This is an optimization exercise on Yosys and OpenROAD, whose aim is small area, a short achievable clock period and few clock cycles, not a production implementation.
Power figures rest on the tool's default switching activity, not on a simulated workload.

Setup of run B:
==> flow/design.v <==
package msts_pkg;
   localparam int SLOTS       = 16;
   localparam int SLOT_W      = 4;
   localparam int ID_WIDTH    = 8;
   localparam int COUNT_WIDTH = 16;
   localparam logic [1:0] CMD_TICK  = 2'd0;
   localparam logic [1:0] CMD_START = 2'd1;
   localparam logic [1:0] CMD_STOP  = 2'd2;
   localparam logic [1:0] CMD_READ  = 2'd3;
endpackage
module millisecond_timer_slot_table_unit (
   input  logic        clock,
   input  logic        reset,
   input  logic        req_tvalid,
   output logic        req_tready,
   input  logic [7:0]  req_tdata,   
   input  logic [1:0]  req_tuser,   
   output logic        rsp_tvalid,
   input  logic        rsp_tready,
   output logic [39:0] rsp_tdata
);
   localparam int SLOTS = msts_pkg::SLOTS;
   localparam int CW    = msts_pkg::COUNT_WIDTH;
   logic [SLOTS-1:0] used_ff;
   logic [7:0]       owner_ff [SLOTS];
   logic [CW-1:0]    stamp_ff [SLOTS];
   logic [CW-1:0]    tick_cnt_ff;
   logic             r_v_ff;
   logic [1:0]       r_cmd_ff;
   logic [7:0]       r_id_ff;
   logic             s0_v_ff;
   logic             s0_tick_ff, s0_start_ff, s0_stop_ff, s0_read_ff;
   logic [7:0]       s0_id_ff;
   logic [SLOTS-1:0] s0_eq_ff;
   logic             s0_hit_ff;
   logic          e_v_ff;
   logic          e_success_ff;
   logic [3:0]    e_slot_ff;
   logic          e_running_ff;
   logic [CW-1:0] e_stamp_ff;
   logic          out_v_ff;
   logic          out_success_ff;
   logic [3:0]    out_slot_ff;
   logic [CW-1:0] out_elapsed_ff;
   logic          out_running_ff;
   logic adv, ex;
   assign adv        = !out_v_ff || rsp_tready;
   assign req_tready = rsp_tready;
   assign ex         = s0_v_ff && adv;
   logic [SLOTS-1:0] free1, claim, release_;
   logic [SLOTS-1:0] claim_s, release_s;
   logic             hit, anyfree, stop_rest;
   logic             is_tick, is_start, is_stop, is_read;
   logic [3:0]       hit_idx, free_idx;
   logic [CW-1:0]    hit_stamp;
   assign is_tick  = s0_tick_ff;
   assign is_start = s0_start_ff;
   assign is_stop  = s0_stop_ff;
   assign is_read  = s0_read_ff;
   always_comb begin
      logic seen_free;
      seen_free = 1'b0;
      hit_idx   = '0;
      free_idx  = '0;
      hit_stamp = '0;
      stop_rest = 1'b0;
      for (int i = 0; i < SLOTS; i++) begin
         free1[i]  = !used_ff[i] && !seen_free;
         seen_free = seen_free || !used_ff[i];
         if (s0_eq_ff[i]) begin
            hit_idx   = hit_idx | 4'(i);
            hit_stamp = hit_stamp | stamp_ff[i];
         end
         if (free1[i]) begin
            free_idx = free_idx | 4'(i);
         end
         stop_rest = stop_rest || (used_ff[i] && !s0_eq_ff[i]);
      end
      hit      = s0_hit_ff;
      anyfree  = seen_free;
      claim_s   = (s0_v_ff && is_start && !hit) ? free1 : '0;
      release_s = (s0_v_ff && is_stop) ? s0_eq_ff : '0;
      claim     = adv ? claim_s : '0;
      release_  = adv ? release_s : '0;
   end
   logic [SLOTS-1:0] in_eq, cmp;
   logic             in_hit, fwd;
   assign fwd = s0_v_ff && (r_id_ff == s0_id_ff);
   always_comb begin
      for (int i = 0; i < SLOTS; i++) begin
         cmp[i] = used_ff[i] && (owner_ff[i] == r_id_ff);
      end
      if (fwd) begin
         in_eq  = is_stop ? '0 : (s0_eq_ff | claim_s);
         in_hit = !is_stop && (hit || (is_start && anyfree));
      end else begin
         in_eq  = cmp;
         in_hit = |cmp;
      end
   end
   logic [CW-1:0] tick_cnt_in;
   assign tick_cnt_in = is_tick ? tick_cnt_ff + 1'b1 : tick_cnt_ff;
   always_ff @(posedge clock) begin
      if (reset) begin
         used_ff     <= '0;
         tick_cnt_ff <= '0;
      end else begin
         used_ff <= (used_ff | claim) & ~release_;
         if (ex) begin
            tick_cnt_ff <= tick_cnt_in;
         end
      end
   end
   always_ff @(posedge clock) begin
      for (int i = 0; i < SLOTS; i++) begin
         if (!used_ff[i]) begin
            owner_ff[i] <= s0_id_ff;
            stamp_ff[i] <= tick_cnt_ff;
         end
      end
   end
   always_ff @(posedge clock) begin
      if (reset) begin
         r_v_ff   <= 1'b0;
         s0_v_ff  <= 1'b0;
         e_v_ff   <= 1'b0;
         out_v_ff <= 1'b0;
      end else begin
         if (req_tready) begin
            r_v_ff <= req_tvalid;
         end else if (adv) begin
            r_v_ff <= 1'b0;
         end
         if (adv) begin
            s0_v_ff  <= r_v_ff;
            e_v_ff   <= s0_v_ff;
            out_v_ff <= e_v_ff;
         end
      end
   end
   always_ff @(posedge clock) begin
      if (req_tready) begin
         r_cmd_ff <= req_tuser;
         r_id_ff  <= req_tdata;
      end
   end
   always_ff @(posedge clock) begin
      if (adv) begin
         s0_tick_ff  <= (r_cmd_ff == msts_pkg::CMD_TICK);
         s0_start_ff <= (r_cmd_ff == msts_pkg::CMD_START);
         s0_stop_ff  <= (r_cmd_ff == msts_pkg::CMD_STOP);
         s0_read_ff  <= (r_cmd_ff == msts_pkg::CMD_READ);
         s0_id_ff  <= r_id_ff;
         s0_eq_ff  <= in_eq;
         s0_hit_ff <= in_hit;
      end
   end
   always_ff @(posedge clock) begin
      if (adv) begin
         e_stamp_ff   <= (hit && (is_start || is_read)) ? hit_stamp : tick_cnt_in;
         e_success_ff <= is_tick || hit || (is_start && anyfree);
         e_running_ff <= is_start || (is_stop ? stop_rest : (|used_ff));
         if (hit && (is_start || is_read)) begin
            e_slot_ff <= hit_idx;
         end else if (is_start && anyfree) begin
            e_slot_ff <= free_idx;
         end else begin
            e_slot_ff <= '0;
         end
      end
   end
   always_ff @(posedge clock) begin
      if (adv) begin
         out_success_ff <= e_success_ff;
         out_slot_ff    <= e_slot_ff;
         out_running_ff <= e_running_ff;
         out_elapsed_ff <= tick_cnt_ff - e_stamp_ff;
      end
   end
   assign rsp_tvalid = out_v_ff;
   assign rsp_tdata  = {2'b00, out_running_ff, 16'd0, out_elapsed_ff, out_slot_ff, out_success_ff};
endmodule
==> flow/config.mk <==
export PLATFORM = sky130hd
export DESIGN_NAME = millisecond_timer_slot_table_unit
export DESIGN_NICKNAME = millisecond_timer_slot_table_unit
export VERILOG_FILES = /design/flow/design.v
export SDC_FILE = /design/flow/constraint.sdc
export NUM_CORES = 4
export LEC_CHECK = 0
export ABC_CLOCK_PERIOD_IN_PS = 2200
export CAP_MARGIN = 20
export CORE_MARGIN = 2
export CORE_UTILIZATION = 55
export SETUP_SLACK_MARGIN = 2.3
export SLEW_MARGIN = 20
==> flow/constraint.sdc <==
create_clock -name core_clock -period 4.5 [get_ports {clock}]
set_input_delay 0.9000 -clock core_clock [delete_from_list [all_inputs] [get_ports {clock}]]
set_output_delay 0.9000 -clock core_clock [all_outputs]
set_load 0.01 [all_outputs]
standard.sh (not shown) runs the stock make flow with config.mk's settings and CLKGATE_MAP_FILE= SYNTH_SCRIPT=/design/flow/synth_recipe.tcl, a recipe that flattens the netlist after the stock synthesis.
==> flow/flow/run.sh <==
#!/bin/bash
set -o pipefail
export CTS_ARGS="-sink_clustering_enable -repair_clock_nets -dont_use_dummy_load -sink_clustering_size 24 -sink_clustering_max_diameter 60 -buf_list {sky130_fd_sc_hd__clkbuf_8 sky130_fd_sc_hd__clkbuf_16}"
bash standard.sh > standard.log 2>&1
Run B: PASS, flow complete, no timing, DRC or antenna violations
Input-level comparison between run H and run B:
==> flow/design.v, changed modules only <==
module millisecond_timer_slot_table_unit (
   input  logic        clock,
   input  logic        reset,
   input  logic        req_tvalid,
   output logic        req_tready,
   input  logic [7:0]  req_tdata,   
   input  logic [1:0]  req_tuser,   
   output logic        rsp_tvalid,
   input  logic        rsp_tready,
   output logic [39:0] rsp_tdata
);
   localparam int SLOTS = msts_pkg::SLOTS;
   localparam int CW    = msts_pkg::COUNT_WIDTH;
   logic [SLOTS-1:0] used_ff;
   logic [7:0]       owner_ff [SLOTS];
   logic [CW-1:0]    stamp_ff [SLOTS];
   logic [CW-1:0]    tick_cnt_ff;
   logic             s0_v_ff;
   logic             s0_tick_ff, s0_start_ff, s0_stop_ff, s0_read_ff;
   logic [7:0]       s0_id_ff;
   logic [SLOTS-1:0] s0_eq_ff;
   logic             s0_hit_ff;
   logic          e_v_ff;
   logic          e_success_ff;
   logic [3:0]    e_slot_ff;
   logic          e_show_ff;
   logic          e_running_ff;
   logic [CW-1:0] e_stamp_ff;
   logic          out_v_ff;
   logic          out_success_ff;
   logic [3:0]    out_slot_ff;
   logic [CW-1:0] out_elapsed_ff;
   logic          out_running_ff;
   logic adv, ex;
   assign adv        = !out_v_ff || rsp_tready;
   assign req_tready = rsp_tready;
   assign ex         = s0_v_ff && adv;
   logic [SLOTS-1:0] free1, claim, release_;
   logic [SLOTS-1:0] claim_s, release_s;
   logic             hit, anyfree, stop_rest;
   logic             is_tick, is_start, is_stop, is_read;
   logic [3:0]       hit_idx, free_idx;
   logic [CW-1:0]    hit_stamp;
   assign is_tick  = s0_tick_ff;
   assign is_start = s0_start_ff;
   assign is_stop  = s0_stop_ff;
   assign is_read  = s0_read_ff;
   always_comb begin
      logic seen_free;
      seen_free = 1'b0;
      hit_idx   = '0;
      free_idx  = '0;
      hit_stamp = '0;
      stop_rest = 1'b0;
      for (int i = 0; i < SLOTS; i++) begin
         free1[i]  = !used_ff[i] && !seen_free;
         seen_free = seen_free || !used_ff[i];
         if (s0_eq_ff[i]) begin
            hit_idx   = hit_idx | 4'(i);
            hit_stamp = hit_stamp | stamp_ff[i];
         end
         if (free1[i]) begin
            free_idx = free_idx | 4'(i);
         end
         stop_rest = stop_rest || (used_ff[i] && !s0_eq_ff[i]);
      end
      hit      = s0_hit_ff;
      anyfree  = seen_free;
      claim_s   = (s0_v_ff && is_start && !hit) ? free1 : '0;
      release_s = (s0_v_ff && is_stop) ? s0_eq_ff : '0;
      claim     = adv ? claim_s : '0;
      release_  = adv ? release_s : '0;
   end
   logic [SLOTS-1:0] in_eq, cmp;
   logic             in_hit, fwd;
   assign fwd = s0_v_ff && (req_tdata == s0_id_ff);
   always_comb begin
      for (int i = 0; i < SLOTS; i++) begin
         cmp[i] = used_ff[i] && (owner_ff[i] == req_tdata);
      end
      if (fwd) begin
         in_eq  = is_stop ? '0 : (s0_eq_ff | claim_s);
         in_hit = !is_stop && (hit || (is_start && anyfree));
      end else begin
         in_eq  = cmp;
         in_hit = |cmp;
      end
   end
   always_ff @(posedge clock) begin
      if (reset) begin
         used_ff     <= '0;
         tick_cnt_ff <= '0;
      end else begin
         used_ff <= (used_ff | claim) & ~release_;
         if (ex && is_tick) begin
            tick_cnt_ff <= tick_cnt_ff + 1'b1;
         end
      end
   end
   always_ff @(posedge clock) begin
      for (int i = 0; i < SLOTS; i++) begin
         if (!used_ff[i]) begin
            owner_ff[i] <= s0_id_ff;
            stamp_ff[i] <= tick_cnt_ff;
         end
      end
   end
   always_ff @(posedge clock) begin
      if (reset) begin
         s0_v_ff  <= 1'b0;
         e_v_ff   <= 1'b0;
         out_v_ff <= 1'b0;
      end else begin
         if (req_tready) begin
            s0_v_ff <= req_tvalid;
         end else if (adv) begin
            s0_v_ff <= 1'b0;
         end
         if (adv) begin
            e_v_ff   <= s0_v_ff;
            out_v_ff <= e_v_ff;
         end
      end
   end
   always_ff @(posedge clock) begin
      if (req_tready) begin
         s0_tick_ff  <= (req_tuser == msts_pkg::CMD_TICK);
         s0_start_ff <= (req_tuser == msts_pkg::CMD_START);
         s0_stop_ff  <= (req_tuser == msts_pkg::CMD_STOP);
         s0_read_ff  <= (req_tuser == msts_pkg::CMD_READ);
         s0_id_ff  <= req_tdata;
         s0_eq_ff  <= in_eq;
         s0_hit_ff <= in_hit;
      end
   end
   always_ff @(posedge clock) begin
      if (adv) begin
         e_show_ff    <= hit && (is_start || is_read);
         e_stamp_ff   <= hit_stamp;
         e_success_ff <= is_tick || hit || (is_start && anyfree);
         e_running_ff <= is_start || (is_stop ? stop_rest : (|used_ff));
         if (hit && (is_start || is_read)) begin
            e_slot_ff <= hit_idx;
         end else if (is_start && anyfree) begin
            e_slot_ff <= free_idx;
         end else begin
            e_slot_ff <= '0;
         end
      end
   end
   always_ff @(posedge clock) begin
      if (adv) begin
         out_success_ff <= e_success_ff;
         out_slot_ff    <= e_slot_ff;
         out_running_ff <= e_running_ff;
         out_elapsed_ff <= e_show_ff ? (tick_cnt_ff - e_stamp_ff) : '0;
      end
   end
   assign rsp_tvalid = out_v_ff;
   assign rsp_tdata  = {2'b00, out_running_ff, 16'd0, out_elapsed_ff, out_slot_ff, out_success_ff};
endmodule
Notes after the runs:
Final cell area: run H below run B
Run H against run B; netlist area before placement is down by a few percent.
Against run B as the reference, run H delivers a lower die span in x.
Against run B, number of logic inverters in the finished layout in run H rose by more than 10%.
Relative to run B, detail-routed net length per standard cell increased by 3.8% in run H.
Compared with run B, run H shows layout buffer count excluding clock buffers that has gone down by more than 10%.
Going from run B to run H, the routed wire length was found to have gone down by about 1.7%.
Going from run B to run H, final non-filler cell total shrinks by 104.
Delta (run H minus run B): number of iterations in the first detailed-routing pass fell 1, worst setup slack fell 0.10 ns, relative contribution of the clock network to total power fell 0.3 points, parity-gate share of the synthesized area counting xor and xnor cells fell 0.45 points.
Function was not checked in any run of this note: the RTL went through the layout flow alone.

## separate check: timing with driven ports
In the flow no input, the clock included, has a driving cell. The finished layouts below were timed again as built, in two steps.
Step 1 sets driving cells, clkbuf_16 on the clock port and buf_2 on the other inputs (assumed; they add their load-dependent delay and slew).
Step 2 moves the port delays by t, midway between the first and last clock arrival at a register: inputs arrive t later, outputs are due t later. That takes back most of the time a late clock gives input paths.
a / b / c = ideal / step 1 / step 2; a / b = the first two.
run	t, ns	setup WS [ns]	worst register clock-pin slew, ns	worst slew at a driven data input, ns
run B	0.578	2.116 / 2.116 / 1.892	0.09 / 0.09	0.03
run H	0.565	2.016 / 2.016 / 1.807	0.09 / 0.09	0.04
After both steps every run listed still meets setup and hold. The setup slack of run B, which loses most, moves by 0.000 ns with the drivers and by -0.224 ns with both steps.
